This is an optimization exercise on Yosys and OpenROAD, whose aim is small area and a short achievable clock period, not a production implementation.
At most, simulation tests tie the RTL to the original design; equivalence was not proved.
The RTL of runs 6 and 7 was laid out without a check of its function.
Power figures rest on the tool's default switching activity, not on a simulated workload.

--- config.mk ---
export PLATFORM = sky130hd
export DESIGN_NAME = mem_resp
export DESIGN_NICKNAME = mem_resp
export VERILOG_FILES = /design/flow/design.v
export SDC_FILE = /design/flow/constraint.sdc
export NUM_CORES = 4
export LEC_CHECK = 0
export ABC_CLOCK_PERIOD_IN_PS = 2000
export CAP_MARGIN = 20
export CORE_MARGIN = 2
export CORE_UTILIZATION = 55
export CTS_BUF_LIST = sky130_fd_sc_hd__clkbuf_8 sky130_fd_sc_hd__clkbuf_16
export CTS_CLUSTER_DIAMETER = 120
export CTS_CLUSTER_SIZE = 30
export SETUP_SLACK_MARGIN = 2.4
export SLEW_MARGIN = 20
--- constraint.sdc ---
create_clock -name core_clock -period 4.5 [get_ports {clk_i}]
set_input_delay 0.9000 -clock core_clock [delete_from_list [all_inputs] [get_ports {clk_i}]]
set_output_delay 0.9000 -clock core_clock [all_outputs]
set_load 0.01 [all_outputs]
--- design.v ---
module mem_resp #(
  parameter int ADR_WIDTH   = 10,
  parameter int DAT_WIDTH   = 8,
  parameter int MEM_DEPTH   = 256,
  parameter int WAIT_STATES = 2
) (
  input  logic                 clk_i,
  input  logic                 rst_ni,
  input  logic                 req_i,
  input  logic                 we_i,
  input  logic [ADR_WIDTH-1:0] adr_i,
  input  logic [DAT_WIDTH-1:0] dat_i,
  output logic                 busy_o,
  output logic                 ack_o,
  output logic                 err_o,
  output logic [DAT_WIDTH-1:0] dat_o
);
  localparam int IDX_W = (MEM_DEPTH > 1) ? $clog2(MEM_DEPTH) : 1;
  localparam logic [63:0] DEPTH64 = MEM_DEPTH;
  function automatic logic out_of_range(input logic [ADR_WIDTH-1:0] a);
    out_of_range = ({{(64-ADR_WIDTH){1'b0}}, a} >= DEPTH64);
  endfunction
  if (ADR_WIDTH == 10 && DAT_WIDTH == 8 && MEM_DEPTH == 256 && WAIT_STATES == 2) begin : g_ring
    localparam int N  = 256;
    localparam int W  = 8;
    logic idle, s1, s2, s3;
    logic ld_w, ld_r;           
    logic         we_q, oor_q;
    always_ff @(posedge clk_i or negedge rst_ni) begin
      if (!rst_ni) begin
        idle   <= 1'b1;
        busy_o <= 1'b0;
        ack_o  <= 1'b0;
        err_o  <= 1'b0;
        s1     <= 1'b0;
        s2     <= 1'b0;
        s3     <= 1'b0;
        ld_w   <= 1'b0;
        ld_r   <= 1'b0;
      end else begin
        idle   <= (idle && !req_i) || ack_o;
        s1     <= idle && req_i;
        s2     <= s1;
        s3     <= s2;
        ld_w   <= s2 && we_q && !oor_q;
        ld_r   <= s2 && !we_q;
        ack_o  <= s3;
        err_o  <= s3 && oor_q;
        busy_o <= (idle && req_i) || s1 || s2 || s3;
      end
    end
    logic [7:0]   c;            
    logic [W-1:0] dat_q;
    logic [7:0]   rn, rn_nx;
    logic [31:0]  sa;           
    assign rn_nx = idle ? adr_i[7:0] + c : rn + 8'd1;
    always_ff @(posedge clk_i) begin
      c  <= c + 8'd1;
      rn <= rn_nx;
      for (int i = 0; i < 32; i++) sa[i] <= (rn_nx[5:1] == 5'(i));
      if (idle) begin
        we_q  <= we_i;
        oor_q <= out_of_range(adr_i);
        dat_q <= dat_i;
      end
    end
    logic [W-1:0] wdat;
    logic [7:0]   wq, wq_nx;
    logic [15:0]  plo, phi;
    assign wq_nx = ld_w ? rn + 8'd1 : wq + 8'd1;
    always_ff @(posedge clk_i) begin
      if (ld_w) wdat <= dat_q;
      wq <= wq_nx;
      for (int i = 0; i < 16; i++) begin
        plo[i] <= (wq_nx[3:0] == 4'(i));
        phi[i] <= (wq_nx[7:4] == 4'(i));
      end
    end
    logic [N*W-1:0] ring;
    for (genvar p = 0; p < N; p++) begin : g_pos
      localparam int PREV = (p + N - 1) % N;
      if ((p % 5 == 0 && p <= 250) || p == 253) begin : g_port
        always_ff @(posedge clk_i)
          ring[p*W +: W] <= (plo[p%16] && phi[p/16]) ? wdat : ring[PREV*W +: W];
      end else begin : g_shift
        always_ff @(posedge clk_i)
          ring[p*W +: W] <= ring[PREV*W +: W];
      end
    end
    logic [W-1:0] tap [N/2];
    for (genvar j = 0; j < N/2; j++) begin : g_tap
      assign tap[j] = ring[((2*j + N - 1) % N)*W +: W];
    end
    logic [W-1:0] tsel [4];
    always_comb begin
      for (int g = 0; g < 4; g++) begin
        tsel[g] = '0;
        for (int i = 0; i < 32; i++)
          tsel[g] = tsel[g] | ({W{sa[i]}} & tap[g*32 + i]);
      end
    end
    logic [W-1:0] grp [4];
    logic [1:0]   gq;
    logic         hq;
    logic [W-1:0] rdbuf;
    logic [W-1:0] rdx;
    logic         byp;
    always_ff @(posedge clk_i) begin
      for (int g = 0; g < 4; g++) grp[g] <= tsel[g];
      gq    <= rn[7:6];
      hq    <= !rn[0];
      rdbuf <= rdx;
      byp   <= (rn == wq);
    end
    assign rdx = hq ? grp[gq] : rdbuf;
    always_ff @(posedge clk_i or negedge rst_ni) begin
      if (!rst_ni) dat_o <= '0;
      else if (ld_r) dat_o <= oor_q ? '0 : (byp ? wdat : rdx);
    end
  end else begin : g_plain
    localparam logic [3:0] WS_INIT = WAIT_STATES;
    typedef enum logic [1:0] {
      S_IDLE = 2'd0,
      S_WAIT = 2'd1,
      S_ACK  = 2'd2
    } state_t;
    state_t               state;
    logic [3:0]           cnt;
    logic                 we_q;
    logic                 oor_q;
    logic [IDX_W-1:0]     idx_q;
    logic [DAT_WIDTH-1:0] dat_q;
    logic                 access;
    logic [DAT_WIDTH-1:0] mem [MEM_DEPTH];
    assign access = (state == S_WAIT) && (cnt == 4'd0);
    always_ff @(posedge clk_i or negedge rst_ni) begin
      if (!rst_ni) begin
        state  <= S_IDLE;
        cnt    <= 4'd0;
        we_q   <= 1'b0;
        oor_q  <= 1'b0;
        idx_q  <= '0;
        dat_q  <= '0;
        busy_o <= 1'b0;
        ack_o  <= 1'b0;
        err_o  <= 1'b0;
        dat_o  <= '0;
      end else begin
        case (state)
          S_IDLE: begin
            if (req_i) begin
              we_q   <= we_i;
              oor_q  <= out_of_range(adr_i);
              idx_q  <= adr_i[IDX_W-1:0];
              dat_q  <= dat_i;
              cnt    <= WS_INIT;
              busy_o <= 1'b1;
              state  <= S_WAIT;
            end
          end
          S_WAIT: begin
            if (cnt != 4'd0) begin
              cnt <= cnt - 4'd1;
            end else begin
              if (!we_q) dat_o <= oor_q ? '0 : mem[idx_q];
              ack_o <= 1'b1;
              err_o <= oor_q;
              state <= S_ACK;
            end
          end
          default: begin
            ack_o  <= 1'b0;
            err_o  <= 1'b0;
            busy_o <= 1'b0;
            state  <= S_IDLE;
          end
        endcase
      end
    end
    always_ff @(posedge clk_i) begin
      if (access && we_q && !oor_q) mem[idx_q] <= dat_q;
    end
  end
endmodule
--- flow/run.sh ---
#!/bin/bash
# Own layout flow: the standard synthesis unchanged, then the standard
# ORFS layout with two resizer settings changed:
#  - ports are buffered with a plain buf_4 (instead of the delay cell
#    buffer_ports picks by default), so inputs and outputs are not slowed down;
#  - repair_timing may resize a cell to any footprint (MATCH_CELL_FOOTPRINT=0).
# Each step's full output goes to its own log file in this folder; ORFS's own
# per-stage logs are under orfs/logs/.
set -euo pipefail
bash standard.sh synth > synth.log 2>&1
bash standard.sh MATCH_CELL_FOOTPRINT=0 "BUFFER_PORTS_ARGS=-buffer_cell sky130_fd_sc_hd__buf_4" finish > layout.log 2>&1
--- standard.sh ---
#!/bin/bash
# synth_recipe.tcl (not shown) runs the flow's synth.tcl, then flattens the netlist and writes it again
# the make line also repeats each setting of config.mk as NAME=value (left out here)
make -C /OpenROAD-flow-scripts/flow DESIGN_CONFIG=/design/flow/config.mk WORK_HOME=/design/flow/orfs CLKGATE_MAP_FILE= SYNTH_SCRIPT=/design/flow/synth_recipe.tcl "${@:-finish}"
==> notes.md, run 1 <==
Final Util = 0.594
Pre-antenna DRT Iters = 6
crit path max-delay cell type = dfrtp_2
syn nets = 4299
drt wl/cell = 28.7 um
CTS Buf Count = 83
Area growth syn-to-layout = 7.35%
Final ANT Viol Nets = 0
TritonCTS clock tree = yes
Min-Delay Path Class = in2async
Starting Density = 0.553
largest buffer count on any clock path = 3
Sink Count = 2215
fmax = 0.450 GHz
top cell family by delay on the critical path = flip-flops
Layout Skew = 20.9 ps
commonest non-fill, non-tap cell in the layout = dfxtp_1
nets = 4264
# IOs = 33
max incr delay on CP = 480 ps
vias in the first global route = 30500
syn avg cell area = 13.2 um2
worst reg2reg startpoint = g_ring.c[0]
max cap viols = 0
Leakage = 22.3 nW
routed vias/inst = 5.75
Core Region = 101000 um2
critical-path cell list = buf_6
flop and latch count out of synthesis = 2215
GP Congestion = 0.850
layout cells sized above 1 = 0.0691
unrepaired setup endpoints after global routing = true
critical path class = reg2out
Root Buffer = clkbuf_16
CP Max Fanout = 2
most frequent cells in the layout = 2143 x dfxtp_1, 512 x a22oi_1, 479 x nand2_1
outcome = no timing/DRC/antenna violations
Final HPWL DP = 91700 um
final hold violation count = 0
largest net degree at the start of global routing = 54
setup_tns = 0 ps
drt first-iter violations = 3613
Die W = 323 um
synthesized instance count = 4266
startpoint types = register
Vias = 32300
synthesized cell area = 56100 um2
simple-gate share of the synthesized area = 0.0614
Tightest Pin Transition = 1170 ps
initial antenna violation count = 7
Warnings, synthesis = 4
Buffers on Ports = 32
Worst-path clk slew = 120 ps
Max H-tree Level = 3
Yosys cell types = 51
Fillers = 8224
GRT Util Overall = 0.308
first-pass GRT wire length = 226000 um
Die Height = 323 um
die area = 105000 um2
EDFF count, synth = 18
min Tclk post-route = 2220 ps
Compound-Gate Fraction of Synth Area = 0.114
Critical Path Sink Type = output pin
Routed WL = 161000 um
async set or reset register ratio after synthesis = 0.00767
post-synthesis sequential area ratio = 0.795
Synth Area in XOR/XNOR = 0.00484
Slew Viols, Final = 0
Slew HR = 0.217
CP Buf/Inv Count = 1
Max VDD drop = 307 uV
multiplexer share of the synthesized area = 0.00687
predominant post-synthesis flop cell = dfxtp_1
Worst EP arrival = 1320 ps
main combinational cell family by area after synthesis = compound AO/OA/AOI/OAI gates
R2R setup slack = 2350 ps
Rows = 117
# DRC = 0
Critical Path RT = 3600 ps
Synth Area in Adders = 0.00259
power per standard cell area = 477 nW/um2
grt ovf = 0
Setup Viol. Count Final = 0
reg2reg path depth = 7
period utilisation layout = 0.494
Worst-Skew Late Latency = 710 ps
Critical R2R Capture = g_ring.sa[29]
## cell type report
type,count,area [um2],share of cell area
timing repair buffer,79,661,0.0110
inverter,24,97.6,0.00162
tap,1368,1710,0.0284
clock inverter,9,47.5,0.000789
clock buffer,85,2130,0.0353
sequential,2215,44700,0.742
multi-input combinational,1828,10900,0.181
antenna,2,5.00,0.0000831
## kinds of logic (layout without fill, tap and decap cells)
family	Yosys count	count (layout)
adders and majority gates	11	11
muxes	27	27
DFF	2215	2215
AOI/OAI and AO/OA	1002	1002
xor gates and xnor gates	31	31
and+or+nand+nor	757	757
buffers and inverters	223	197
other	0	2
## repair_timing
action | 4_1_cts | 5_1_grt
hold buffers | 0 | 0
resized for setup | 35 | 40
setup endpoints to repair | 56 | 75
pin swaps | 5 | 5
setup buffers | 3 | 7
## sequential cells by signal, summed over array words and instances (netlist names), 16 cells and up
name	cells
g_ring.ring	2048
g_ring.grp	32
g_ring.sa	32
g_ring.plo	16
g_ring.phi	16
## per-layer routing
layer	part of all wire	global-route usage	routed length, um	up-vias
met5	0.000081	0	13	-
met4	0.029	0.0861	4610	2
met3	0.086	0.0478	13800	225
met2	0.43	0.456	68900	1294
met1	0.46	0.467	73600	16100
li1	-	-	-	14700
## worst max-delay path by stage
stage | start | to | slack [ps] | cells past startpoint
after floorplan | adr_i[0] | g_ring.sa[28] | 1990 | 7
after global placement | adr_i[3] | g_ring.sa[12] | 1640 | 7
after detailed placement | adr_i[3] | g_ring.sa[15] | 1550 | 7
after CTS | dat_o[4] | dat_o[4] | 2260 | 1
after global routing | dat_o[3] | dat_o[3] | 2260 | 1
final | dat_o[4] | dat_o[4] | 2280 | 1
## report_power, final
| part | switching (W) | internal, W |
|---|---|---|
| logic | 0.0000185 | 0.0000198 |
| clock network | 0.00563 | 0.00344 |
| registers | 0 | 0.0196 |
| total | 0.00565 | 0.0231 |
## Yosys cell counts, types with 2 or more instances
master	instances	area share
nor3_1	38	0.0034
nor2b_1	2	0.00022
mux2i_1	7	0.0012
nand3_1	12	0.0011
mux2_2	12	0.0024
dfrtp_1	16	0.0071
dfxtp_1	2180	0.78
edfxtp_1	18	0.0096
mux4_2	8	0.0032
a21oi_1	21	0.0019
a22oi_1	512	0.069
buf_1	2	0.00013
or4_1	33	0.0044
nand4_1	132	0.015
and3_1	5	0.00056
nor2_1	29	0.0019
clkinv_1	2	0.00013
o21a_1	2	0.00027
nand2_1	485	0.032
xor2_1	9	0.0014
xnor2_1	22	0.0034
inv_1	22	0.0015
and2_1	3	0.00033
nand2b_1	8	0.00089
o32ai_1	8	0.0012
or2_2	5	0.00056
a211oi_1	2	0.00027
a32oi_1	4	0.00062
clkbuf_1	194	0.013
a21o_1	4	0.00054
o21ai_0	440	0.039
ha_1	10	0.0022
## through the flow
step	hold slack [ps]	cell area [um2]	power (W)	cells	setup WS, ps
finish	59.9	60200	0.0287	5610	2280
global route	55.5	60200	0.0295	5608	2260
CTS	28.4	60000	0.0288	5601	2260
detailed placement	312	57700	0.0201	5504	1550
global placement	310	57700	0.0201	5504	1640
floorplan	310	56200	0.0201	4266	1990
==> run 2, diff against run 1 <==
--- a/config.mk
+++ b/config.mk
@@ -12,5 +12,5 @@
 export CTS_BUF_LIST = sky130_fd_sc_hd__clkbuf_8 sky130_fd_sc_hd__clkbuf_16
 export CTS_CLUSTER_DIAMETER = 120
 export CTS_CLUSTER_SIZE = 30
-export SETUP_SLACK_MARGIN = 2.4
+export SETUP_SLACK_MARGIN = 2.6
 export SLEW_MARGIN = 20
==> notes.md, run 2 <==
Core Region = 101000 um2 (unchanged)
biggest regs = g_ring.ring (2048), g_ring.grp (32), g_ring.sa (32)
Final ANT Viol Nets = 0 (unchanged)
Pre-antenna DRT Iters = 6 (unchanged)
power per standard cell area = 474 nW/um2 (-0.56%)
Critical R2R Capture = g_ring.sa[28]
Leakage = 22.5 nW (+1.0%)
Buffers on Ports = 32 (unchanged)
Most flops, register = g_ring.ring
nets = 4284 (+0.47%)
first-pass GRT wire length = 227000 um (+0.20%)
crit path max-delay cell type = dfrtp_1
Starting Density = 0.553 (unchanged)
Tightest Pin Transition = 1110 ps (-59.2 ps)
Critical Path RT = 3600 ps (about the same)
# DRC = 0 (unchanged)
Worst-path clk slew = 110 ps (about the same)
final hold violation count = 0 (unchanged)
top cells by count, synth = 2180 x dfxtp_1, 512 x a22oi_1, 485 x nand2_1
EDFF count, synth = 18 (unchanged)
M3 GR Usage = 0.0471 (-0.000689)
Fillers = 8089 (-1.6%)
grt ovf = 0 (unchanged)
reg2reg path depth = 7 (unchanged)
Slew Viols, Final = 0 (unchanged)
TritonCTS clock tree = yes
predominant post-synthesis flop cell = dfxtp_1
syn nets = 4299 (unchanged)
max incr delay on CP = 450 ps (-30 ps)
top cells by area in the synthesized netlist = dfxtp_1 78%, a22oi_1 6.9%, o21ai_0 3.9%
worst reg2reg startpoint = g_ring.c[0]
Critical Path End = dat_o[4]
max cap viols = 0 (unchanged)
clock power share = 0.319 (+0.003)
register share of total power = 0.679 (-0.004)
switching share of power = 0.199 (+0.00206)
CTS hold repair buffers = 0 (unchanged)
setup_tns = 0 ps (unchanged)
Final HPWL DP = 92900 um (+1.3%)
Largest register FFs = 2048 (unchanged)
Max VDD drop = 319 uV (+3.7%)
die area = 105000 um2 (unchanged)
startpoint types = register
hold_ws = 33.6 ps (-26.3 ps)
outcome = no timing/DRC/antenna violations
synthesized instance count = 4266 (unchanged)
CP Buf/Inv Count = 1 (unchanged)
largest buffer count on any clock path = 3 (unchanged)
Sink Count = 2215 (unchanged)
commonest non-fill, non-tap cell in the layout = dfxtp_1
initial antenna violation count = 4 (-3)
P_sw = 0.00574 W (+1.5%)
vias in the first global route = 30700 (+0.55%)
Rows = 117 (unchanged)
critical-path cell list = buf_6
Crit path depth = 1 (unchanged)
diodes inserted = 0 (-2)
Layout Skew = 35.5 ps (+14.6 ps)
critical path class = reg2out
fmax = 0.453 GHz (+0.74%)
Yosys cell types = 51 (unchanged)
Die W = 323 um (unchanged)
Vias = 32600 (+1.0%)
async set or reset register ratio after synthesis = 0.00767 (unchanged)
largest net degree at the start of global routing = 54 (unchanged)
layout cells sized above 1 = 0.0807 (+0.0116)
Warnings, synthesis = 4 (unchanged)
Critical Path Sink Type = output pin
dominant cell type by area after synthesis = dfxtp_1
routed vias/inst = 5.79 (+0.62%)
# IOs = 33 (unchanged)
Min-Delay Path Class = in2async
top cell family by delay on the critical path = flip-flops
syn avg cell area = 13.2 um2 (unchanged)
drt wl/cell = 28.8 um (+0.54%)
unrepaired setup endpoints after global routing = true
Final Cell Area = 60800 um2 (+1.0%)
GRT met1 Usage = 0.472 (+0.00440)
R2R setup slack = 2330 ps (-20 ps)
top cell type's share of synthesized area = 0.778 (unchanged)
Tot Pwr = 0.0289 W (+0.46%)
GRT Util Overall = 0.310 (+0.00189)
Gate power share = 0.001 (about the same)
Root Buffer = clkbuf_16
CP Max Fanout = 2 (unchanged)
layer with the highest usage = met1
synthesized cell area = 56100 um2 (unchanged)
internal power = 0.0231 W (+0.20%)
Max H-tree Level = 3 (unchanged)
most frequent cells in the layout = 2137 x dfxtp_1, 511 x a22oi_1, 479 x nand2_1
drt first-iter violations = 3928 (+8.7%)
period utilisation layout = 0.490 (-0.00362)
Die Height = 323 um (unchanged)
met2 Use GR = 0.461 (+0.00495)
Area growth syn-to-layout = 8.45%
Worst-Skew Late Latency = 710 ps (about the same)
post-synthesis sequential area ratio = 0.795 (unchanged)
Setup crit start = dat_o[4]
area post-placement = 57700 um2 (about the same)
flop and latch count out of synthesis = 2215 (unchanged)
Routed WL = 162000 um (+0.94%)
GP Congestion = 0.844 (-0.71%)
Worst EP arrival = 1310 ps (about the same)
Setup Viol. Count Final = 0 (unchanged)
Slew HR = 0.257 (+0.0396)
min Tclk post-route = 2210 ps (-16.3 ps)
leading cell type by number of instances after synthesis = dfxtp_1
CTS Buf Count = 83 (unchanged)
==> run 2: changes by cell type in the layout (fill, tap and decap cells not counted), moves of 9 or more <==
cell,before,now
buf_4,62,50
buf_6,16,36
dfxtp_2,30,21
dfxtp_4,7,22
nor3_1,35,21
nor3_2,3,17
==> run 2: cell type report <==
cell class	instances	area (um2)	area share
well taps	1368	1710	0.0281
repair inverters	1	7.51	0.000123
flip-flops and latches	2215	44700	0.735
inverters	24	100	0.00165
clock buffers	86	2150	0.0354
multi-input cells	1830	11100	0.183
clock inverters	12	87.6	0.00144
repair buffers	96	951	0.0156
==> run 2: worst min path at each step <==
stage | startpoint | to | slack, ps | depth (start not counted)
after floorplan | g_ring.ring[1008] | g_ring.ring[1016] | 310 | 0
after global placement | g_ring.ring[246] | g_ring.ring[254] | 310 | 0
after detailed placement | g_ring.ring[98] | g_ring.ring[106] | 310 | 0
after CTS | rst_ni | dat_o[5] | 0.5 | 1
after global routing | rst_ni | busy_o | 30 | 1
final | rst_ni | dat_o[3] | 30 | 1
==> run 2: per-stage QoR <==
step | utilization | std cells | setup WS, ps
after detailed placement | 0.569 | 5505 | 1590
after global routing | 0.600 | 5632 | 2250
after CTS | 0.596 | 5613 | 2240
after global placement | 0.569 | 5505 | 1630
final | 0.600 | 5632 | 2290
after floorplan | - | 4266 | 1990
==> run 2: kinds of logic after synthesis <==
| family | after synthesis | synth area share |
|---|---|---|
| flops | 2215 | 0.795 |
| mux | 27 | 0.00687 |
| xor+xnor | 31 | 0.00484 |
| buf+inv | 223 | 0.0153 |
| compound gates | 1002 | 0.114 |
| fa+ha+maj | 11 | 0.00259 |
| simple gates | 757 | 0.0614 |
==> run 2: per-layer routing <==
metal,vias to the layer above,wire [um],part of all wire
met4,2,4220,0.026
met2,1386,69400,0.43
met5,-,13,0.000080
met1,16300,74900,0.46
li1,14700,-,-
met3,220,13900,0.085
==> run 2: power groups by stage <==
stage                     Sequential [W]  Clock, W  Combinational, W
after global routing              0.0196   0.00996         0.0000455
final                             0.0196   0.00921         0.0000412
after CTS                         0.0196   0.00927         0.0000380
after global placement            0.0201         0         0.0000350
after detailed placement          0.0201         0         0.0000352
after floorplan                   0.0201         0         0.0000141
==> run 2: what timing repair did <==
action                                  CTS  global route
endpoints found under the setup margin  120            94
gates cloned                              0             3
resized for setup                       110            63
pin swaps                                17            12
setup buffers                            10            16
==> run 3, diff against run 2 <==
--- a/config.mk
+++ b/config.mk
@@ -8,9 +8,9 @@
 export ABC_CLOCK_PERIOD_IN_PS = 2000
 export CAP_MARGIN = 20
 export CORE_MARGIN = 2
-export CORE_UTILIZATION = 55
+export CORE_UTILIZATION = 70
 export CTS_BUF_LIST = sky130_fd_sc_hd__clkbuf_8 sky130_fd_sc_hd__clkbuf_16
 export CTS_CLUSTER_DIAMETER = 120
 export CTS_CLUSTER_SIZE = 30
-export SETUP_SLACK_MARGIN = 2.6
+export SETUP_SLACK_MARGIN = 2.4
 export SLEW_MARGIN = 20
==> notes.md, run 3 <==
commonest non-fill, non-tap cell in the layout = dfxtp_1
synthesized cell area = 56100 um2 (unchanged)
Rows = 103 (-12%)
min Tclk post-route = 2190 ps (-14.6 ps)
dominant cell type by area after synthesis = dfxtp_1
largest buffer count on any clock path = 3 (unchanged)
startpoint types = register
nets = 4245 (-0.91%)
Final HPWL DP = 86000 um (-7.4%)
crit path max-delay cell type = dfrtp_1
setup_tns = 0 ps (unchanged)
Worst-path clk slew = 110 ps (about the same)
critical-path cell list = buf_6
Area growth syn-to-layout = 6.70%
Post-Layout Cell Count = 5274 (-6.4%)
Worst EP arrival = 1290 ps (-20 ps)
max cap viols = 0 (unchanged)
switching share of power = 0.194 (-0.00469)
Max VDD drop = 357 uV (+12%)
power per standard cell area = 479 nW/um2 (+1.1%)
reg2reg path depth = 7 (unchanged)
Critical Path Sink Type = output pin
Die W = 287 um (-11%)
die area = 82400 um2 (-21%)
worst reg2reg startpoint = g_ring.c[0]
syn avg cell area = 13.2 um2 (unchanged)
top cell type's share of synthesized area = 0.778 (unchanged)
Tightest Pin Transition = 1120 ps (+7.15 ps)
Fillers = 5133 (-37%)
Min-Delay Path Class = in2async
CP Max Fanout = 2 (unchanged)
Sink Count = 2215 (unchanged)
grt ovf = 0 (unchanged)
Buffers on Ports = 32 (unchanged)
post-synthesis sequential area ratio = 0.795 (unchanged)
most frequent cells in the layout = 2142 x dfxtp_1, 512 x a22oi_1, 479 x nand2_1
Leakage = 22.2 nW (-1.1%)
R2R setup slack = 2320 ps (about the same)
Max H-tree Level = 3 (unchanged)
drt first-iter violations = 3616 (-7.9%)
initial antenna violation count = 12 (+8)
period utilisation layout = 0.487 (-0.00325)
register share of total power = 0.683 (+0.004)
# DRC = 0 (unchanged)
Gate power share = 0.001 (about the same)
CTS Buf Count = 83 (unchanged)
drt wl/cell = 29.3 um (+1.6%)
final hold violation count = 0 (unchanged)
async set or reset register ratio after synthesis = 0.00767 (unchanged)
GRT Util Overall = 0.373 (+0.0634)
Layout Skew = 27.3 ps (-8.24 ps)
top cells by area in the synthesized netlist = dfxtp_1 78%, a22oi_1 6.9%, o21ai_0 3.9%
Placed Cells = 5166 (-6.2%)
Critical Path RT = 3600 ps (about the same)
CP Buf/Inv Count = 1 (unchanged)
Worst-Skew Late Latency = 690 ps (-20 ps)
internal power = 0.0231 W (about the same)
Slew HR = 0.253 (-0.00406)
flop and latch count out of synthesis = 2215 (unchanged)
top cell family by delay on the critical path = flip-flops
top cells by count, synth = 2180 x dfxtp_1, 512 x a22oi_1, 485 x nand2_1
critical path class = reg2out
Most flops, register = g_ring.ring
P_sw = 0.00557 W (-2.9%)
Routed WL = 155000 um (-4.9%)
vias in the first global route = 31700 (+3.1%)
Core Region = 79100 um2 (-22%)
Root Buffer = clkbuf_16
EDFF count, synth = 18 (unchanged)
# IOs = 33 (unchanged)
fmax = 0.456 GHz (+0.67%)
Warnings, synthesis = 4 (unchanged)
syn nets = 4299 (unchanged)
leading cell type by number of instances after synthesis = dfxtp_1
Setup Viol. Count Final = 0 (unchanged)
GP Congestion = 0.877 (+3.9%)
clock power share = 0.316 (-0.003)
outcome = no timing/DRC/antenna violations
Starting Density = 0.709 (+0.156)
routed vias/inst = 6.24 (+7.9%)
Largest register FFs = 2048 (unchanged)
Die Height = 287 um (-11%)
largest net degree at the start of global routing = 54 (unchanged)
Vias = 32900 (+1.0%)
layout cells sized above 1 = 0.0649 (-0.0158)
predominant post-synthesis flop cell = dfxtp_1
biggest regs = g_ring.ring (2048), g_ring.grp (32), g_ring.sa (32)
Pre-antenna DRT Iters = 6 (unchanged)
Final ANT Viol Nets = 0 (unchanged)
Critical R2R Capture = g_ring.sa[28]
first-pass GRT wire length = 218000 um (-3.6%)
Yosys cell types = 51 (unchanged)
unrepaired setup endpoints after global routing = true
Slew Viols, Final = 0 (unchanged)
synthesized instance count = 4266 (unchanged)
TritonCTS clock tree = yes
max incr delay on CP = 460 ps (about the same)
[run 3: cell counts after synthesis]
Identical to the previous run, type by type.
[run 3: power groups by stage]
stage / Sequential, W / Clock, W / Combinational, W
final: 0.0196 / 0.00906 / 0.0000405
after global routing: 0.0196 / 0.00972 / 0.0000442
after CTS: 0.0196 / 0.00903 / 0.0000365
after detailed placement: 0.0201 / 0 / 0.0000357
after global placement: 0.0201 / 0 / 0.0000356
after floorplan: 0.0201 / 0 / 0.0000139
[run 3: layout make-up]
class                   instances  area (um2)  share of cell area
diodes                          2        5.00           0.0000836
multi-input cells            1828       11000               0.183
well taps                    1050        1310              0.0219
clock inverters                 8        38.8            0.000648
clock buffers                  87        2180              0.0364
repair buffers                 60         571             0.00953
flip-flops and latches       2215       44700               0.747
inverters                      24        93.8             0.00157
[run 3: routing by layer]
metal  part of all wire  vias to the layer above  track usage
met5            0.00058                        -            0
met4              0.041                       12        0.133
met3               0.11                      370       0.0775
met2               0.43                     1649        0.555
met1               0.42                    16300        0.546
li1                   -                    14600            -
[run 3: how the worst max path moves through the flow]
stage / startpoint / end / slack, ps / cells after the start
final: dat_o[0] / dat_o[0] / 2310 / 1
after global placement: adr_i[3] / g_ring.sa[13] / 1690 / 7
after global routing: g_ring.c[0] / g_ring.sa[20] / 2280 / 7
after floorplan: adr_i[0] / g_ring.sa[28] / 1990 / 7
after CTS: dat_o[1] / dat_o[1] / 2310 / 1
after detailed placement: adr_i[3] / g_ring.sa[15] / 1610 / 7
[run 3: cell families (layout without fill, tap and decap cells)]
logic type                 Yosys count  count (layout)  synth area share
AOI/OAI and AO/OA                 1002            1002             0.114
and+or+nand+nor                    757             757            0.0614
xor gates and xnor gates            31              31           0.00484
DFF                               2215            2215             0.795
muxes                               27              27           0.00687
adders and majority gates           11              11           0.00259
buffers and inverters              223             179            0.0153
other                                0               2                 0
[run 3: through the flow]
step                area (um2)  total power, W  worst slack (ps)  hold WS (ps)   util
detailed placement       57200          0.0201              1610           312  0.723
global placement         57200          0.0201              1690           310  0.723
finish                   59900          0.0287              2310          60.2  0.757
floorplan                56200          0.0201              1990           310      -
CTS                      59500          0.0287              2310          48.7  0.752
global route             59900          0.0294              2280          56.4  0.756
[run 3: what timing repair did]
action                                  in CTS  in global routing
setup buffers                                2                  6
hold buffers                                 0                  0
gates resized for setup                     21                 53
cloned                                       0                  0
endpoints found under the setup margin      43                 83
pin swaps                                    3                 15
==> run 4, diff against run 3 <==
--- a/config.mk
+++ b/config.mk
@@ -9,8 +9,8 @@
 export CAP_MARGIN = 20
 export CORE_MARGIN = 2
 export CORE_UTILIZATION = 70
-export CTS_BUF_LIST = sky130_fd_sc_hd__clkbuf_8 sky130_fd_sc_hd__clkbuf_16
-export CTS_CLUSTER_DIAMETER = 120
-export CTS_CLUSTER_SIZE = 30
+export CTS_BUF_LIST = sky130_fd_sc_hd__clkbuf_16
+export CTS_CLUSTER_DIAMETER = 60
+export CTS_CLUSTER_SIZE = 20
 export SETUP_SLACK_MARGIN = 2.4
 export SLEW_MARGIN = 20
==> notes.md, run 4 <==
EDFF count, synth = 18 (unchanged)
nets = 4291 (+1.1%)
initial antenna violation count = 14 (+2)
largest net degree at the start of global routing = 54 (unchanged)
CP Max Fanout = 2 (unchanged)
post-synthesis sequential area ratio = 0.795 (unchanged)
Sink Count = 2215 (unchanged)
Worst EP arrival = 1340 ps (+50 ps)
Min-Delay Path Class = reg2reg
Die Height = 287 um (unchanged)
Critical Path RT = 3600 ps (about the same)
min Tclk post-route = 2240 ps (+50.9 ps)
Largest register FFs = 2048 (unchanged)
Yosys cell types = 51 (unchanged)
die area = 82400 um2 (unchanged)
dominant cell type by area after synthesis = dfxtp_1
Warnings, synthesis = 4 (unchanged)
met2 Use GR = 0.566 (+0.0117)
Slew Viols, Final = 0 (unchanged)
flop and latch count out of synthesis = 2215 (unchanged)
routed vias/inst = 6.28 (+0.67%)
drt first-iter violations = 3918 (+8.4%)
worst reg2reg startpoint = g_ring.c[0]
Final ANT Viol Nets = 0 (unchanged)
Routed WL = 157000 um (+1.7%)
vias in the first global route = 32500 (+2.7%)
Leakage = 22.9 nW (+3.1%)
Final HPWL DP = 86000 um (unchanged)
GRT met1 Usage = 0.549 (+0.00211)
Compound-Gate Fraction of Synth Area = 0.114 (unchanged)
period utilisation layout = 0.499 (+0.0113)
Layout Skew = 24.6 ps (-2.71 ps)
biggest regs = g_ring.ring (2048), g_ring.grp (32), g_ring.sa (32)
Root Buffer = clkbuf_16
Crit path depth = 1 (unchanged)
Pre-antenna DRT Iters = 6 (unchanged)
# IOs = 33 (unchanged)
startpoint types = register
Hold Path Stages = 0
Critical Path End = dat_o[5]
main combinational cell family by area after synthesis = compound AO/OA/AOI/OAI gates
CP Buf/Inv Count = 1 (unchanged)
layout cells sized above 1 = 0.0739 (+0.00896)
TritonCTS clock tree = yes
reg2reg path depth = 7 (unchanged)
max cap viols = 0 (unchanged)
syn nets = 4299 (unchanged)
top cells by count, synth = 2180 x dfxtp_1, 512 x a22oi_1, 485 x nand2_1
simple-gate share of the synthesized area = 0.0614 (unchanged)
GRT Util Overall = 0.381 (+0.00770)
crit path max-delay cell type = dfrtp_1
Setup Viol. Count Final = 0 (unchanged)
Worst-Skew Late Latency = 740 ps (+50 ps)
Rows = 103 (unchanged)
first-pass GRT wire length = 223000 um (+1.9%)
Core Region = 79100 um2 (unchanged)
top cell type's share of synthesized area = 0.778 (unchanged)
GP Congestion = 0.877 (unchanged)
Post-Place Setup Slack = 1610 ps (unchanged)
Max H-tree Level = 4 (+1)
async set or reset register ratio after synthesis = 0.00767 (unchanged)
top cells by area in the synthesized netlist = dfxtp_1 78%, a22oi_1 6.9%, o21ai_0 3.9%
Starting Density = 0.709 (unchanged)
critical path class = reg2out
unrepaired setup endpoints after global routing = true
Worst-path clk slew = 80 ps (-30 ps)
Tightest Pin Transition = 1100 ps (-15.4 ps)
Tot Pwr = 0.0312 W (+8.7%)
Synth Area in XOR/XNOR = 0.00484 (unchanged)
commonest non-fill, non-tap cell in the layout = dfxtp_1
grt ovf = 0 (unchanged)
CTS Buf Count = 130 (+57%)
outcome = no timing/DRC/antenna violations
Critical Path Sink Type = output pin
M3 GR Usage = 0.0813 (+0.00373)
top cell family by delay on the critical path = flip-flops
synthesized cell area = 56100 um2 (unchanged)
Fillers = 4935 (-3.9%)
Die W = 287 um (unchanged)
setup_tns = 0 ps (unchanged)
R2R setup slack = 2390 ps (+70 ps)
power per standard cell area = 510 nW/um2 (+6.4%)
Critical R2R Capture = g_ring.sa[30]
leading cell type by number of instances after synthesis = dfxtp_1
fmax = 0.446 GHz (-2.3%)
syn avg cell area = 13.2 um2 (unchanged)
synthesized instance count = 4266 (unchanged)
Placed Cells = 5166 (unchanged)
Slew HR = 0.263 (+0.0103)
hold_ws = 317 ps (+257 ps)
setup ws final = 2260 ps (-50.9 ps)
# DRC = 0 (unchanged)
Area growth syn-to-layout = 9.03%
Buffers on Ports = 32 (unchanged)
largest buffer count on any clock path = 3 (unchanged)
final hold violation count = 0 (unchanged)
Max VDD drop = 478 uV (+34%)
Most flops, register = g_ring.ring
multiplexer share of the synthesized area = 0.00687 (unchanged)
drt wl/cell = 29.4 um (+0.35%)
layer with the highest usage = met2
max incr delay on CP = 450 ps (about the same)
Setup crit start = dat_o[5]
Post-Layout Cell Count = 5345 (+1.3%)
Vias = 33600 (+2.0%)
predominant post-synthesis flop cell = dfxtp_1
most frequent cells in the layout = 2142 x dfxtp_1, 512 x a22oi_1, 480 x nand2_1
Synth Area in Adders = 0.00259 (unchanged)
critical-path cell list = buf_6
run 4: cell counts after synthesis:
Identical to the previous run, type by type.
run 4: how the worst min path moves through the flow:
stage,start,endpoint,slack [ps]
final,g_ring.ring[1840],g_ring.ring[1848],320
after floorplan,g_ring.ring[1008],g_ring.ring[1016],310
after detailed placement,g_ring.ring[1011],g_ring.ring[1019],310
after global placement,g_ring.ring[480],g_ring.ring[488],310
after global routing,we_i,g_ring.we_q,320
after CTS,dat_i[1],g_ring.dat_q[1],310
run 4: layer usage:
| metal | routed length, um | vias up |
|---|---|---|
| li1 | - | 14700 |
| met1 | 65200 | 16500 |
| met2 | 67600 | 1878 |
| met3 | 17600 | 420 |
| met4 | 6680 | 12 |
| met5 | 90 | - |
run 4: through the flow:
stage	instance area, um2	util
5_1_grt	61200	0.773
4_1_cts	60900	0.769
3_5_place_dp	57200	0.723
6_report	61200	0.773
3_3_place_gp	57200	0.723
2_1_floorplan	56200	-
run 4: area by class of cell:
type	count	area (um2)	share of cell area
multi-input combinational	1828	10900	0.177
clock inverter	32	265	0.00434
inverter	24	93.8	0.00153
clock buffer	134	3350	0.0548
antenna	3	7.51	0.000123
sequential	2215	44700	0.731
tap	1050	1310	0.0215
timing repair buffer	59	566	0.00925
run 4: timing repair:
item	4_1_cts	5_1_grt
gates cloned	0	0
gates resized for setup	22	34
hold buffers	1	0
endpoints found under the hold margin	16	0
setup endpoints to repair	43	77
pin swaps	3	10
setup buffers	0	6
run 4: kinds of logic (layout without fill, tap and decap cells):
family	Yosys count	after routing
compound gates	1002	1002
xor+xnor	31	31
flops	2215	2215
mux	27	27
fa+ha+maj	11	11
simple gates	757	757
buf+inv	223	249
other cells	0	3
run 4: where the power goes:
group	total [W]	switching, W	internal (W)
clock network	0.0116	0.00612	0.00545
logic	0.0000407	0.0000200	0.0000207
registers	0.0196	0	0.0196
total	0.0312	0.00614	0.0251
==> run 5, diff against run 4 <==
--- a/flow/run.sh
+++ b/flow/run.sh
@@ -8,4 +8,4 @@
 # per-stage logs are under orfs/logs/.
 set -euo pipefail
 bash standard.sh synth > synth.log 2>&1
-bash standard.sh MATCH_CELL_FOOTPRINT=0 "BUFFER_PORTS_ARGS=-buffer_cell sky130_fd_sc_hd__buf_4" finish > layout.log 2>&1
+bash standard.sh MATCH_CELL_FOOTPRINT=0 "CTS_ARGS=-sink_clustering_enable -repair_clock_nets -sink_clustering_size 30 -sink_clustering_max_diameter 120 -buf_list {sky130_fd_sc_hd__clkbuf_8 sky130_fd_sc_hd__clkbuf_16} -apply_ndr full" "BUFFER_PORTS_ARGS=-buffer_cell sky130_fd_sc_hd__buf_4" finish > layout.log 2>&1
--- a/config.mk
+++ b/config.mk
@@ -9,8 +9,8 @@
 export CAP_MARGIN = 20
 export CORE_MARGIN = 2
 export CORE_UTILIZATION = 70
-export CTS_BUF_LIST = sky130_fd_sc_hd__clkbuf_16
-export CTS_CLUSTER_DIAMETER = 60
-export CTS_CLUSTER_SIZE = 20
+export CTS_BUF_LIST = sky130_fd_sc_hd__clkbuf_8 sky130_fd_sc_hd__clkbuf_16
+export CTS_CLUSTER_DIAMETER = 120
+export CTS_CLUSTER_SIZE = 30
 export SETUP_SLACK_MARGIN = 2.4
 export SLEW_MARGIN = 20
==> notes.md, run 5 <==
setup_tns = 0 ps (unchanged)
GP Congestion = 0.877 (unchanged)
async set or reset register ratio after synthesis = 0.00767 (unchanged)
power per standard cell area = 479 nW/um2 (-6.0%)
Die W = 287 um (unchanged)
Final HPWL DP = 86000 um (unchanged)
most frequent cells in the layout = 2142 x dfxtp_1, 512 x a22oi_1, 479 x nand2_1
worst reg2reg startpoint = g_ring.c[0]
startpoint types = register
top cell family by delay on the critical path = flip-flops
Worst-Skew Late Latency = 690 ps (-50 ps)
syn avg cell area = 13.2 um2 (unchanged)
EDFF count, synth = 18 (unchanged)
R2R setup slack = 2320 ps (-70 ps)
Routed WL = 155000 um (-1.7%)
CP Max Fanout = 2 (unchanged)
Placed Cells = 5166 (unchanged)
Sink Count = 2215 (unchanged)
Area growth syn-to-layout = 6.70%
P_sw = 0.00557 W (-9.3%)
switching share of power = 0.194 (-0.00272)
# DRC = 0 (unchanged)
vias in the first global route = 31700 (-2.6%)
top cell type's share of synthesized area = 0.778 (unchanged)
Max VDD drop = 357 uV (-25%)
first-pass GRT wire length = 218000 um (-1.8%)
post-synthesis sequential area ratio = 0.795 (unchanged)
Synth Area in XOR/XNOR = 0.00484 (unchanged)
biggest regs = g_ring.ring (2048), g_ring.grp (32), g_ring.sa (32)
CP Buf/Inv Count = 1 (unchanged)
internal power = 0.0231 W (-7.7%)
top cells by count, synth = 2180 x dfxtp_1, 512 x a22oi_1, 485 x nand2_1
Fillers = 5133 (+4.0%)
Vias = 32900 (-2.0%)
Critical Path RT = 3600 ps (about the same)
drt wl/cell = 29.3 um (-0.35%)
flop and latch count out of synthesis = 2215 (unchanged)
Yosys cell types = 51 (unchanged)
drt first-iter violations = 3616 (-7.7%)
Slew HR = 0.253 (-0.0103)
Compound-Gate Fraction of Synth Area = 0.114 (unchanged)
reg2reg path depth = 7 (unchanged)
multiplexer share of the synthesized area = 0.00687 (unchanged)
Routed met2 length = 66500 um (-1.7%)
largest net degree at the start of global routing = 54 (unchanged)
period utilisation layout = 0.487 (-0.0113)
main combinational cell family by area after synthesis = compound AO/OA/AOI/OAI gates
Root Buffer = clkbuf_16
largest buffer count on any clock path = 3 (unchanged)
Min-Delay Path Class = in2async
Slew Viols, Final = 0 (unchanged)
Critical R2R Capture = g_ring.sa[28]
Synth Area in Adders = 0.00259 (unchanged)
initial antenna violation count = 12 (-2)
simple-gate share of the synthesized area = 0.0614 (unchanged)
leading cell type by number of instances after synthesis = dfxtp_1
routed vias/inst = 6.24 (-0.67%)
die area = 82400 um2 (unchanged)
# IOs = 33 (unchanged)
Layout Skew = 27.3 ps (+2.71 ps)
Starting Density = 0.709 (unchanged)
Core Region = 79100 um2 (unchanged)
Worst-path clk slew = 110 ps (+30 ps)
dominant cell type by area after synthesis = dfxtp_1
Most flops, register = g_ring.ring
Final Util = 0.757 (-0.0165)
top cells by area in the synthesized netlist = dfxtp_1 78%, a22oi_1 6.9%, o21ai_0 3.9%
Setup Viol. Count Final = 0 (unchanged)
Rows = 103 (unchanged)
outcome = no timing/DRC/antenna violations
Post-Layout Cell Count = 5274 (-1.3%)
clock power share = 0.316 (-0.055)
CTS Buf Count = 83 (-36%)
TritonCTS clock tree = yes
synthesized cell area = 56100 um2 (unchanged)
Buffers on Ports = 32 (unchanged)
hold_ws = 60.2 ps (-257 ps)
predominant post-synthesis flop cell = dfxtp_1
grt ovf = 0 (unchanged)
crit path max-delay cell type = dfrtp_1
Warnings, synthesis = 4 (unchanged)
unrepaired setup endpoints after global routing = true
max incr delay on CP = 460 ps (about the same)
Largest register FFs = 2048 (unchanged)
layout cells sized above 1 = 0.0649 (-0.00896)
Die Height = 287 um (unchanged)
synthesized instance count = 4266 (unchanged)
max cap viols = 0 (unchanged)
Final ANT Viol Nets = 0 (unchanged)
met3 WL = 16600 um (-5.3%)
Critical Path Sink Type = output pin
Leakage = 22.2 nW (-3.0%)
Max H-tree Level = 3 (-1)
nets = 4245 (-1.1%)
fmax = 0.456 GHz (+2.3%)
Pre-antenna DRT Iters = 6 (unchanged)
commonest non-fill, non-tap cell in the layout = dfxtp_1
Tot Pwr = 0.0287 W (-8.0%)
wire length on met1 = 65000 um (-0.26%)
syn nets = 4299 (unchanged)
min Tclk post-route = 2190 ps (-50.9 ps)
final hold violation count = 0 (unchanged)
top layer reached by signal wires = met5
critical path class = reg2out
critical-path cell list = buf_6
Setup crit start = dat_o[0]
register share of total power = 0.683 (+0.055)
Gate power share = 0.001 (about the same)
GRT Util Overall = 0.373 (-0.00770)
Worst EP arrival = 1290 ps (-50 ps)
Tightest Pin Transition = 1120 ps (+15.4 ps)
run 5: cell count changes in the layout (fill, tap and decap cells not counted), sizes merged:
| cell | change |
|---|---|
| buf | +2 |
| dlygate4sd3 | -1 |
| inv | -13 |
| clkbuf | -47 |
| diode | -1 |
| bufinv | -1 |
| clkinv | -10 |
run 5: cell type report:
class | instances | area (um2) | area share
Multi-Input combinational cell | 1828 | 11000 | 0.183
Timing Repair Buffer | 60 | 571 | 0.00953
Clock buffer | 87 | 2180 | 0.0364
Antenna cell | 2 | 5.00 | 0.0000836
Clock inverter | 8 | 38.8 | 0.000648
Sequential cell | 2215 | 44700 | 0.747
Inverter | 24 | 93.8 | 0.00157
Tap cell | 1050 | 1310 | 0.0219
run 5: timing repair:
action	CTS	global route
setup buffers	2	6
pin swaps	3	15
endpoints found under the hold margin	0	0
endpoints found under the setup margin	43	83
hold buffers	0	0
gates resized for setup	21	53
run 5: worst max path at each step:
stage	to	slack, ps	cells past startpoint
floorplan	g_ring.sa[28]	1990	7
detailed placement	g_ring.sa[15]	1610	7
finish	dat_o[0]	2310	1
global route	g_ring.sa[20]	2280	7
global placement	g_ring.sa[13]	1690	7
CTS	dat_o[1]	2310	1
run 5: cell families (layout without fill, tap and decap cells):
kind of cell	after synthesis	after routing
xor+xnor	31	31
flops	2215	2215
buf+inv	223	179
compound gates	1002	1002
fa+ha+maj	11	11
mux	27	27
simple gates	757	757
other cells	0	2
run 5: power groups by stage:
| stage | sequential, W | clock, W | combinational [W] |
|---|---|---|---|
| 2_1_floorplan | 0.0201 | 0 | 0.0000139 |
| 3_3_place_gp | 0.0201 | 0 | 0.0000356 |
| 3_5_place_dp | 0.0201 | 0 | 0.0000357 |
| 4_1_cts | 0.0196 | 0.00903 | 0.0000365 |
| 5_1_grt | 0.0196 | 0.00972 | 0.0000442 |
| 6_report | 0.0196 | 0.00906 | 0.0000405 |
run 5: through the flow:
step	setup slack, ps	instance area [um2]
final	2310	59900
after global routing	2280	59900
after CTS	2310	59500
after detailed placement	1610	57200
after global placement	1690	57200
after floorplan	1990	56200
run 5: metal layers:
| metal | up-vias | global-route usage |
|---|---|---|
| met2 | 1649 | 0.555 |
| met5 | - | 0 |
| li1 | 14600 | - |
| met1 | 16300 | 0.546 |
| met4 | 12 | 0.133 |
| met3 | 370 | 0.0775 |
==> run 6, diff against run 5 <==
--- a/design.v
+++ b/design.v
@@ -64,24 +64,25 @@
         dat_q <= dat_i;
       end
     end
-    logic [W-1:0] wdat;
+    logic [W-1:0] wdn;          
     logic [7:0]   wq, wq_nx;
-    logic [15:0]  plo, phi;
+    logic [7:0]   plo, pmi;
+    logic [3:0]   phi;
     assign wq_nx = ld_w ? rn + 8'd1 : wq + 8'd1;
     always_ff @(posedge clk_i) begin
-      if (ld_w) wdat <= dat_q;
+      if (ld_w) wdn <= ~dat_q;
       wq <= wq_nx;
-      for (int i = 0; i < 16; i++) begin
-        plo[i] <= (wq_nx[3:0] == 4'(i));
-        phi[i] <= (wq_nx[7:4] == 4'(i));
-      end
+      for (int i = 0; i < 8; i++) plo[i] <= (wq_nx[2:0] == 3'(i));
+      for (int i = 0; i < 8; i++) pmi[i] <= (wq_nx[5:3] == 3'(i));
+      for (int i = 0; i < 4; i++) phi[i] <= (wq_nx[7:6] == 2'(i));
     end
     logic [N*W-1:0] ring;
     for (genvar p = 0; p < N; p++) begin : g_pos
       localparam int PREV = (p + N - 1) % N;
       if ((p % 5 == 0 && p <= 250) || p == 253) begin : g_port
+        wire seln = !(plo[p%8] && pmi[(p/8)%8] && phi[p/64]);
         always_ff @(posedge clk_i)
-          ring[p*W +: W] <= (plo[p%16] && phi[p/16]) ? wdat : ring[PREV*W +: W];
+          ring[p*W +: W] <= ~((wdn | {W{seln}}) & ~(ring[PREV*W +: W] & {W{seln}}));
       end else begin : g_shift
         always_ff @(posedge clk_i)
           ring[p*W +: W] <= ring[PREV*W +: W];
@@ -115,7 +116,7 @@
     assign rdx = hq ? grp[gq] : rdbuf;
     always_ff @(posedge clk_i or negedge rst_ni) begin
       if (!rst_ni) dat_o <= '0;
-      else if (ld_r) dat_o <= oor_q ? '0 : (byp ? wdat : rdx);
+      else if (ld_r) dat_o <= oor_q ? '0 : (byp ? ~wdn : rdx);
     end
   end else begin : g_plain
     localparam logic [3:0] WS_INIT = WAIT_STATES;
--- a/flow/run.sh
+++ b/flow/run.sh
@@ -8,4 +8,4 @@
 # per-stage logs are under orfs/logs/.
 set -euo pipefail
 bash standard.sh synth > synth.log 2>&1
-bash standard.sh MATCH_CELL_FOOTPRINT=0 "CTS_ARGS=-sink_clustering_enable -repair_clock_nets -sink_clustering_size 30 -sink_clustering_max_diameter 120 -buf_list {sky130_fd_sc_hd__clkbuf_8 sky130_fd_sc_hd__clkbuf_16} -apply_ndr full" "BUFFER_PORTS_ARGS=-buffer_cell sky130_fd_sc_hd__buf_4" finish > layout.log 2>&1
+bash standard.sh MATCH_CELL_FOOTPRINT=0 "BUFFER_PORTS_ARGS=-buffer_cell sky130_fd_sc_hd__buf_4" finish > layout.log 2>&1
==> notes.md, run 6 <==
Tightest Pin Transition = 1150 ps (+28.6 ps)
routed vias/inst = 6.30 (+0.94%)
predominant post-synthesis flop cell = dfxtp_1
internal power = 0.0264 W (+14%)
Setup crit start = dat_o[1]
Final Cell Area = 59700 um2 (-0.32%)
GP Congestion = 0.844 (-3.8%)
Area growth syn-to-layout = 7.07%
Rows = 103 (unchanged)
top cells by count, synth = 2168 x dfxtp_1, 512 x a22oi_1, 428 x nand2_1
synthesized instance count = 4217 (-1.1%)
Layout Skew = 26.6 ps (-0.631 ps)
top cell family by delay on the critical path = flip-flops
critical path class = reg2out
setup_tns = 0 ps (unchanged)
outcome = no timing/DRC/antenna violations
CP Max Fanout = 2 (unchanged)
Die W = 286 um (-0.32%)
nets = 4213 (-0.75%)
max incr delay on CP = 440 ps (-20 ps)
Setup Viol. Count Final = 0 (unchanged)
critical-path cell list = buf_6
crit path max-delay cell type = dfrtp_1
CTS hold repair buffers = 0 (unchanged)
TritonCTS clock tree = yes
Slew HR = 0.233 (-0.0201)
Largest register FFs = 2048 (unchanged)
P_sw = 0.00995 W (+78%)
switching share of power = 0.274 (+0.0795)
GRT Util Overall = 0.375 (+0.00200)
Slew Viols, Final = 0 (unchanged)
Vias = 33000 (+0.36%)
Fillers = 5190 (+1.1%)
hold_ws = 57.5 ps (-2.71 ps)
die area = 81900 um2 (-0.65%)
Warnings, synthesis = 4 (unchanged)
grt ovf = 0 (unchanged)
drt wl/cell = 29.6 um (+0.93%)
Max H-tree Level = 3 (unchanged)
period utilisation layout = 0.481 (-0.00633)
biggest regs = g_ring.ring (2048), g_ring.grp (32), g_ring.sa (32)
synthesized cell area = 55700 um2 (-0.66%)
Yosys cell types = 48 (-5.9%)
Max VDD drop = 594 uV (+66%)
unrepaired setup endpoints after global routing = true
largest buffer count on any clock path = 3 (unchanged)
# IOs = 33 (unchanged)
top cell type's share of synthesized area = 0.779 (+0.000824)
Worst-Skew Late Latency = 680 ps (about the same)
final hold violation count = 0 (unchanged)
Core Region = 78900 um2 (-0.33%)
clock power share = 0.248 (-0.068)
Sink Count = 2203 (-0.54%)
Most flops, register = g_ring.ring
CP Buf/Inv Count = 1 (unchanged)
initial antenna violation count = 8 (-4)
# DRC = 0 (unchanged)
Worst-path clk slew = 110 ps (about the same)
Final ANT Viol Nets = 0 (unchanged)
most frequent cells in the layout = 2130 x dfxtp_1, 512 x a22oi_1, 428 x nand2_1
syn avg cell area = 13.2 um2 (+0.50%)
CTS Buf Count = 83 (unchanged)
vias in the first global route = 31300 (-1.1%)
Leakage = 22.4 nW (+0.51%)
Die Height = 286 um (-0.32%)
Critical Path Sink Type = output pin
register share of total power = 0.675 (-0.008)
dominant cell type by area after synthesis = dfxtp_1
Min-Delay Path Class = in2async
layout cells sized above 1 = 0.0663 (+0.00143)
async set or reset register ratio after synthesis = 0.00772 (+0.0000418)
leading cell type by number of instances after synthesis = dfxtp_1
startpoint types = register
power per standard cell area = 609 nW/um2 (+27%)
drt first-iter violations = 3907 (+8.0%)
Root Buffer = clkbuf_16
Gate power share = 0.077 (+0.076)
min Tclk post-route = 2160 ps (-28.5 ps)
Worst EP arrival = 1260 ps (-30 ps)
Final HPWL DP = 87900 um (+2.1%)
post-synthesis sequential area ratio = 0.796 (+0.000938)
flop and latch count out of synthesis = 2203 (-0.54%)
Routed WL = 155000 um (+0.36%)
max cap viols = 0 (unchanged)
fmax = 0.462 GHz (+1.3%)
Critical Path RT = 3600 ps (about the same)
area post-placement = 57000 um2 (-0.39%)
largest net degree at the start of global routing = 54 (unchanged)
Starting Density = 0.707 (-0.00235)
Buffers on Ports = 32 (unchanged)
commonest non-fill, non-tap cell in the layout = dfxtp_1
syn nets = 4250 (-1.1%)
EDFF count, synth = 18 (unchanged)
first-pass GRT wire length = 218000 um (-0.10%)
Pre-antenna DRT Iters = 5 (-1)
worst reg2reg startpoint = g_ring.c[4]
top cells by area in the synthesized netlist = dfxtp_1 78%, a22oi_1 6.9%, o21ai_0 3.8%
[run 6: cell count changes in the layout (fill, tap and decap cells not counted), sizes merged, moves of 17 or more]
cell	previous run	this run
nand3	13	74
o21ai	440	421
nand2	485	428
buf	60	77
nor3	38	20
a21oi	21	3
[run 6: worst paths after layout]
check	to	slack (ps)	cells after the start
max	dat_o[1]	2340	1
min	g_ring.s3	60	1
max reg2reg	g_ring.sa[11]	2340	8
min reg2reg	g_ring.ring[1690]	310	0
max in group asynchronous	g_ring.idle	4190	1
min in group core_clock	g_ring.ring[1690]	310	0
[run 6: per-layer routing]
layer  share of wire  track usage  vias up
li1                -            -    14500
met1            0.41        0.540    16400
met2            0.44        0.566     1782
met3            0.11       0.0775      384
met4           0.043        0.142       10
met5         0.00045            0        -
[run 6: stage by stage]
| step | utilization | std cells | worst slack [ps] | power [W] |
|---|---|---|---|---|
| floorplan | - | 4217 | 2020 | 0.0248 |
| global placement | 0.722 | 5126 | 1610 | 0.0271 |
| detailed placement | 0.722 | 5127 | 1560 | 0.0272 |
| CTS | 0.752 | 5228 | 2310 | 0.0359 |
| global route | 0.756 | 5241 | 2260 | 0.0372 |
| finish | 0.757 | 5244 | 2340 | 0.0364 |
[run 6: cell type report]
type | count | area [um2] | area share
Antenna cell | 3 | 7.51 | 0.000126
Clock buffer | 87 | 2180 | 0.0365
Clock inverter | 9 | 55.1 | 0.000923
Inverter | 16 | 63.8 | 0.00107
Multi-Input combinational cell | 1797 | 10900 | 0.182
Sequential cell | 2203 | 44500 | 0.745
Tap cell | 1050 | 1310 | 0.0220
Timing Repair Buffer | 79 | 737 | 0.0124
[run 6: cells by family after synthesis]
kind of cell    synth area share
fa+ha+maj                0.00260
mux                      0.00669
compound gates             0.111
buf+inv                   0.0147
simple gates              0.0635
xor+xnor                 0.00503
flops                      0.796
[run 6: repair_timing]
item | 4_1_cts | 5_1_grt
cloned | 0 | 2
pin swaps | 7 | 13
endpoints found under the setup margin | 49 | 92
buffers inserted | 5 | 10
gates resized for setup | 22 | 41
[run 6: power groups by stage]
stage / Combinational [W] / Sequential [W] / Clock, W
6_report: 0.00279 / 0.0245 / 0.00903
5_1_grt: 0.00289 / 0.0246 / 0.00972
4_1_cts: 0.00245 / 0.0244 / 0.00903
3_5_place_dp: 0.00236 / 0.0248 / 0
3_3_place_gp: 0.00232 / 0.0247 / 0
2_1_floorplan: 0.00181 / 0.0230 / 0
==> run 7, diff against run 6 <==
--- a/config.mk
+++ b/config.mk
@@ -12,5 +12,5 @@
 export CTS_BUF_LIST = sky130_fd_sc_hd__clkbuf_8 sky130_fd_sc_hd__clkbuf_16
 export CTS_CLUSTER_DIAMETER = 120
 export CTS_CLUSTER_SIZE = 30
-export SETUP_SLACK_MARGIN = 2.4
+export SETUP_SLACK_MARGIN = 2.3
 export SLEW_MARGIN = 20
==> notes.md, run 7 <==
hold_ws = 66.3 ps (+8.85 ps)
Final Cell Area = 59400 um2 (-0.51%)
largest buffer count on any clock path = 3 (unchanged)
power per standard cell area = 609 nW/um2 (-0.11%)
Post-Place Setup Slack = 1600 ps (+45.4 ps)
Sink Count = 2203 (unchanged)
predominant post-synthesis flop cell = dfxtp_1
Buffers on Ports = 32 (unchanged)
Yosys cell types = 48 (unchanged)
period utilisation layout = 0.489 (+0.00789)
drt first-iter violations = 3688 (-5.6%)
top cells by count, synth = 2168 x dfxtp_1, 512 x a22oi_1, 428 x nand2_1
drt wl/cell = 29.5 um (-0.16%)
max cap viols = 0 (unchanged)
dominant cell type by area after synthesis = dfxtp_1
Worst-path clk slew = 110 ps (about the same)
die area = 81900 um2 (unchanged)
GP Congestion = 0.893 (+5.8%)
Max VDD drop = 502 uV (-15%)
synthesized cell area = 55700 um2 (unchanged)
Most flops, register = g_ring.ring
GRT Util Overall = 0.376 (+0.000629)
layout cells sized above 1 = 0.0587 (-0.00764)
EDFF count, synth = 18 (unchanged)
largest net degree at the start of global routing = 54 (unchanged)
Final ANT Viol Nets = 0 (unchanged)
top cells by area in the synthesized netlist = dfxtp_1 78%, a22oi_1 6.9%, o21ai_0 3.8%
internal power = 0.0263 W (-0.58%)
Leakage = 22.2 nW (-0.59%)
setup ws final = 2300 ps (-35.5 ps)
# IOs = 33 (unchanged)
Setup Viol. Count Final = 0 (unchanged)
Root Buffer = clkbuf_16
initial antenna violation count = 1 (-7)
# DRC = 0 (unchanged)
Critical Path RT = 3600 ps (about the same)
Starting Density = 0.707 (unchanged)
Worst EP arrival = 1300 ps (+40 ps)
biggest regs = g_ring.ring (2048), g_ring.grp (32), g_ring.sa (32)
Critical Path Sink Type = output pin
top cell family by delay on the critical path = flip-flops
Pre-antenna DRT Iters = 6 (+1)
Min-Delay Path Class = in2async
commonest non-fill, non-tap cell in the layout = dfxtp_1
Slew Viols, Final = 0 (unchanged)
clock power share = 0.249 (about the same)
Core Region = 78900 um2 (unchanged)
synthesized instance count = 4217 (unchanged)
Warnings, synthesis = 4 (unchanged)
CTS Buf Count = 83 (unchanged)
Gate power share = 0.068 (-0.009)
Rows = 103 (unchanged)
TritonCTS clock tree = yes
async set or reset register ratio after synthesis = 0.00772 (unchanged)
routed vias/inst = 6.25 (-0.77%)
Area growth syn-to-layout = 6.52%
vias in the first global route = 31400 (+0.37%)
Layout Skew = 37.3 ps (+10.6 ps)
P_sw = 0.00988 W (-0.71%)
Routed WL = 154000 um (-0.50%)
Slew HR = 0.205 (-0.0278)
CP Max Fanout = 2 (unchanged)
post-synthesis sequential area ratio = 0.796 (unchanged)
CTS hold repair buffers = 0 (unchanged)
area post-placement = 56900 um2 (about the same)
Worst-Skew Late Latency = 680 ps (about the same)
register share of total power = 0.682 (+0.007)
first-pass GRT wire length = 219000 um (+0.18%)
Max H-tree Level = 3 (unchanged)
max incr delay on CP = 460 ps (+20 ps)
top cell type's share of synthesized area = 0.779 (unchanged)
most frequent cells in the layout = 2132 x dfxtp_1, 512 x a22oi_1, 428 x nand2_1
leading cell type by number of instances after synthesis = dfxtp_1
unrepaired setup endpoints after global routing = true
outcome = no timing/DRC/antenna violations
syn nets = 4250 (unchanged)
flop and latch count out of synthesis = 2203 (unchanged)
setup_tns = 0 ps (unchanged)
switching share of power = 0.273 (about the same)
final hold violation count = 0 (unchanged)
Vias = 32700 (-1.1%)
fmax = 0.455 GHz (-1.6%)
min Tclk post-route = 2200 ps (+35.5 ps)
startpoint types = register
crit path max-delay cell type = dfrtp_1
Final HPWL DP = 86100 um (-2.0%)
critical-path cell list = buf_6
Die Height = 286 um (unchanged)
nets = 4196 (-0.40%)
grt ovf = 0 (unchanged)
Tightest Pin Transition = 1190 ps (+45.0 ps)
CP Buf/Inv Count = 1 (unchanged)
critical path class = reg2out
Largest register FFs = 2048 (unchanged)
syn avg cell area = 13.2 um2 (unchanged)
Die W = 286 um (unchanged)
R2R setup slack = 2310 ps (-30 ps)
-- run 7: kinds of logic (layout without fill, tap and decap cells) --
kind of cell / count (synthesis) / after routing / share of synthesized area
AO/OA/AOI/OAI: 964 / 964 / 0.111
XOR/XNOR: 32 / 32 / 0.00503
adder cells (fa/ha/maj): 11 / 11 / 0.00260
buffers and inverters: 217 / 174 / 0.0147
flip-flops: 2203 / 2203 / 0.796
multiplexers: 26 / 26 / 0.00669
other: 0 / 2 / 0
AND/OR/NAND/NOR: 764 / 764 / 0.0635
-- run 7: layer usage --
layer,global-route usage,part of all wire,vias to the layer above
li1,-,-,14500
met1,0.545,0.42,16100
met2,0.564,0.43,1716
met3,0.0748,0.11,362
met4,0.143,0.043,0
met5,0,0,-
-- run 7: worst paths after layout --
| path | endpoint | start | cells past startpoint |
|---|---|---|---|
| min | dat_o[0] | rst_ni | 1 |
| min reg2reg | g_ring.ring[1705] | g_ring.ring[1697] | 0 |
| max | dat_o[4] | dat_o[4] | 1 |
| min in group core_clock | g_ring.ring[1705] | g_ring.ring[1697] | 0 |
| max reg2reg | g_ring.sa[8] | g_ring.c[0] | 8 |
| max in group asynchronous | g_ring.idle | rst_ni | 1 |
-- run 7: timing repair --
action,in CTS,in global routing
endpoints found under the setup margin,39,35
resized for setup,7,28
pin swaps,1,13
setup buffers,1,5
hold endpoints to repair,0,0
-- run 7: stage by stage --
stage / util / std cells / total power [W]
5_1_grt: 0.753 / 5224 / 0.0370
3_5_place_dp: 0.722 / 5121 / 0.0272
3_3_place_gp: 0.722 / 5121 / 0.0271
2_1_floorplan: - / 4217 / 0.0248
4_1_cts: 0.750 / 5218 / 0.0358
6_report: 0.753 / 5226 / 0.0361
-- run 7: power by group through the flow --
stage,registers (W),clock network [W],logic (W)
after CTS,0.0245,0.00901,0.00228
final,0.0246,0.00901,0.00247
after global placement,0.0249,0,0.00219
after global routing,0.0247,0.00970,0.00261
after detailed placement,0.0249,0,0.00225
after floorplan,0.0230,0,0.00181
-- run 7: final cells by class --
class | count | area [um2]
diodes | 2 | 5.00
clock buffers | 86 | 2150
clock inverters | 10 | 66.3
fillers | 5151 | 19500
inverters | 16 | 63.8
multi-input cells | 1797 | 10800
flip-flops and latches | 2203 | 44500
well taps | 1050 | 1310
repair buffers | 62 | 532

## what the ideal ports hide
The results above use ideal ports. As a check the final layouts listed here were re-extracted and re-timed, cells and wires unchanged. Step 1 assumes that a clkbuf_16 drives the clock port and a buf_2 every other input. Step 2 also shifts input and output timing later by t, the mid clock arrival at the registers, as if the neighbouring blocks saw the same clock. Slacks: ideal / step 1 / step 2; pairs: ideal / step 1.
run	t (ns)	slack for setup (ns)	hold WS [ns]	worst register clock-pin slew, ns	worst slew at a driven data input, ns
run 1	0.772	2.277 / 2.201 / 1.681	0.060 / 0.008 / 0.325	0.12 / 0.12	0.03
run 2	0.778	2.293 / 2.213 / 1.665	0.034 / -0.021 / 0.312	0.12 / 0.12	0.03
run 3	0.742	2.307 / 2.237 / 1.666	0.060 / 0.017 / 0.315	0.12 / 0.12	0.05
run 4	0.800	2.257 / 2.187 / 1.688	0.317 / 0.304 / 0.317	0.08 / 0.08	0.06
run 5	0.742	2.307 / 2.237 / 1.666	0.060 / 0.017 / 0.315	0.12 / 0.12	0.05
run 6	0.740	2.336 / 2.267 / 1.715	0.057 / 0.012 / 0.315	0.11 / 0.11	0.06
run 7	0.738	2.300 / 2.225 / 1.655	0.066 / 0.014 / 0.317	0.11 / 0.11	0.06
After both steps every run listed still meets setup and hold. For run 7, which loses most, drivers alone change the setup slack by -0.075 ns; drivers and shift together by -0.645 ns.
